Context: an optimization exercise on an open-source flow, tuned for small area, a short achievable clock period and few clock cycles per item. The choices shown serve that exercise and are no tape-out recipe.
The RTL was checked by simulation tests, not by an equivalence proof against the original design.

==> flow/design.v (excerpt) <==
module hash_table_linear_probe_top (
  input  logic               clk_i,
  input  logic               rst_ni,
  input  logic               cfg_valid_i,
  output logic               cfg_ready_o,
  input  logic [htlp_pkg::ENTRY_W-1:0] cfg_load_limit_i,
  input  logic               in_valid_i,
  output logic               in_stall_o,
  input  logic [1:0]         func_i,
  input  logic [htlp_pkg::KEY_W-1:0]   key_i,
  input  logic [htlp_pkg::VAL_W-1:0]   value_i,
  input  logic [htlp_pkg::SLOT_W-1:0]  start_slot_i,
  output logic               out_valid_o,
  input  logic               out_stall_i,
  output logic [2:0]         status_o,
  output logic [htlp_pkg::VAL_W-1:0]   found_value_o,
  output logic [htlp_pkg::KEY_W-1:0]   found_key_o,
  output logic [htlp_pkg::SLOT_W-1:0]  slot_index_o,
  output logic [htlp_pkg::ENTRY_W-1:0] entry_total_o
);
Size in the first run: ~220 I/O pins, roughly 0.092 sq mm of cells after synthesis.
Settings: LEC_CHECK=0, ABC_CLOCK_PERIOD_IN_PS=2700, CAP_MARGIN=30, CORE_MARGIN=2, CORE_UTILIZATION=40, CTS_CLUSTER_DIAMETER=100, CTS_CLUSTER_SIZE=20, PLACE_DENSITY=0.7, SETUP_SLACK_MARGIN=3.3, SLEW_MARGIN=25; clock period 6.0 ns.
run.sh (not shown) runs the stock make flow with config.mk's settings and CLKGATE_MAP_FILE= SYNTH_SCRIPT=/design/flow/synth_recipe.tcl, a recipe that flattens the netlist after the stock synthesis.
Testbench counts at the start, summed over its fixed seeds: cycles 3,680, ops 3,520.
Next try:
==> flow/flow/run.sh (new file) <==
#!/bin/bash
# The standard layout (the standard.sh, standard synthesis included), with
# plain buffers (buf_4) instead of the default delay cells on the port buffers.
set -uo pipefail
bash standard.sh "BUFFER_PORTS_ARGS=-buffer_cell sky130_fd_sc_hd__buf_4" finish > make_finish.log 2>&1
==> flow/standard.sh (new file) <==
#!/bin/bash
# synth_recipe.tcl (not shown) runs the flow's synth.tcl, then flattens the netlist and writes it again
# the make line also repeats each setting of config.mk as NAME=value (left out here)
make -C /OpenROAD-flow-scripts/flow DESIGN_CONFIG=/design/flow/config.mk WORK_HOME=/design/flow/orfs CLKGATE_MAP_FILE= SYNTH_SCRIPT=/design/flow/synth_recipe.tcl "${@:-finish}"
CORE_UTILIZATION = 35   (was 40)
CTS_CLUSTER_DIAMETER = not set   (was 100)
CTS_CLUSTER_SIZE = not set   (was 20)
PLACE_DENSITY = not set   (was 0.7)
removed: flow/run.sh
Outcome:
- routed wire length came out lower by 2.0%
- die area came out higher by 14%
- first-iteration DRC count came out lower by 9.4%
- count of clock-buffer cells in the layout came out higher by 144
- global-route usage came out lower by 6.5 points
- hold slack got worse by 0.041 ns
- clock skew came out higher by 0.027 ns
Next try:
==> flow/run.sh (new file) <==
#!/bin/bash
# synth_recipe.tcl (not shown) runs the flow's synth.tcl, then flattens the netlist and writes it again
# the make line also repeats each setting of config.mk as NAME=value (left out here)
make -C /OpenROAD-flow-scripts/flow DESIGN_CONFIG=/design/flow/config.mk WORK_HOME=/design/flow/orfs CLKGATE_MAP_FILE= SYNTH_SCRIPT=/design/flow/synth_recipe.tcl finish
ABC_CLOCK_PERIOD_IN_PS = 3000   (was 2700)
CORE_UTILIZATION = 40   (was 35)
CTS_CLUSTER_DIAMETER = 100   (was not set)
CTS_CLUSTER_SIZE = 20   (was not set)
PLACE_DENSITY = 0.7   (was not set)
SETUP_SLACK_MARGIN = 2.9   (was 3.3)
removed: flow/flow/run.sh
removed: flow/standard.sh
Effect: Hold slack gains 0.049 ns; final cell count falls by a little under a tenth; maximum frequency rises by a few percent; design area falls by a few percent; wire length is about the same; via count falls slightly; non-clock buffer count falls by 92; flip-flop and latch count does not change; global-route usage rises by 6.0 points.
Next try:
ABC_CLOCK_PERIOD_IN_PS = 2400   (was 3000)
SETUP_SLACK_MARGIN = 3.6   (was 2.9)
Hold slack degrades by 0.012 ns.
Routed wire length increases by 8.0%.
Cell count is higher by 4.3%.


Setup of run A:
Starting RTL as in the previous note.
make LEC_CHECK=0 ABC_CLOCK_PERIOD_IN_PS=3300 CAP_MARGIN=30 CORE_MARGIN=2 CORE_UTILIZATION=40 CTS_CLUSTER_DIAMETER=100 CTS_CLUSTER_SIZE=20 PLACE_DENSITY=0.7 SETUP_SLACK_MARGIN=2.6 SLEW_MARGIN=25 finish   # period 6.0 ns
Stock flow here: none of the scripts above is used.
Run A | status: complete | timing, DRC, antenna: pass
Testbench counts of run A, summed over its fixed seeds: cycles 3,680, ops 3,520.
What run B does differently from run A at the input level:
Settings: changing CORE_UTILIZATION from 40 to 35; changing ABC_CLOCK_PERIOD_IN_PS from 3300 to 2700; removing CTS_CLUSTER_DIAMETER (formerly 100); removing PLACE_DENSITY (formerly 0.7); removing CTS_CLUSTER_SIZE (formerly 20); changing SETUP_SLACK_MARGIN from 2.6 to 3.3.
--- outcome ---
- The largest net degree at the start of global routing of run B falls short of that of run A by 35%.
- Clock-buffer cell count sits higher in run B than in run A.
- Run B — clock skew 0.038 ns higher, run A as reference
- Fmax | run B vs run A | run B faster
- Run A → run B: worst setup slack before clock tree synthesis now larger, worst path setup slack after routing now larger, cell area now larger.
--- input diff run B..run C ---
Settings: an added PLACE_DENSITY of 0.7; a change of CORE_UTILIZATION from 35 to 40.
## What came out
| maximum net fanout on the critical path | run C vs run B | 16 higher |. Side by side, non-clock buffer count turned out higher in run C than in run B. Summary of the comparison: largest buffer count on any clock path is lower in run C, relative to run B. Going from run B to run C, number of standard cells in the layout, taps in and fillers out now smaller, register clock-pin slew on the reported worst setup and hold paths comparable, layout buffering overhead excluding clock cells now larger. As of run C, final routed wirelength across all metal layers had fallen slightly compared to run B.

-- port drivers added, routing unchanged --
How much do the figures lean on ideal ports? The routed layouts below were timed once more, with nothing changed but the port constraints. Step 1 assumes that a clkbuf_16 drives the clock port and a buf_2 every other input. Step 2 times the ports against the registers' clock, not the clock port: input delays grow and output delays shrink by t, the midpoint of the rising clock arrivals with the driver on. a / b / c = ideal ports / drivers / drivers and shift; a / b = the first two.
run	shift t [ns]	slack for setup (ns)	slew at the worst register clock pin (ns)	worst data-port slew with drivers (ns)
the first run of note 1	0.959	2.726 / 2.726 / 2.474	0.12 / 0.12	0.06
the second run of note 1	1.038	2.579 / 2.579 / 2.444	0.08 / 0.08	0.05
the third run of note 1	0.966	2.666 / 2.666 / 2.112	0.12 / 0.12	0.06
the fourth run of note 1	0.968	2.739 / 2.739 / 2.497	0.11 / 0.11	0.07
run A	0.958	2.374 / 2.374 / 1.836	0.11 / 0.11	0.07
run B	1.042	2.702 / 2.702 / 2.420	0.07 / 0.07	0.07
run C	1.022	2.837 / 2.837 / 2.406	0.07 / 0.07	0.06
After both steps every run listed still meets setup and hold. For the third run of note 1, which loses most, drivers alone change the setup slack by 0.000 ns; drivers and shift together by -0.554 ns.
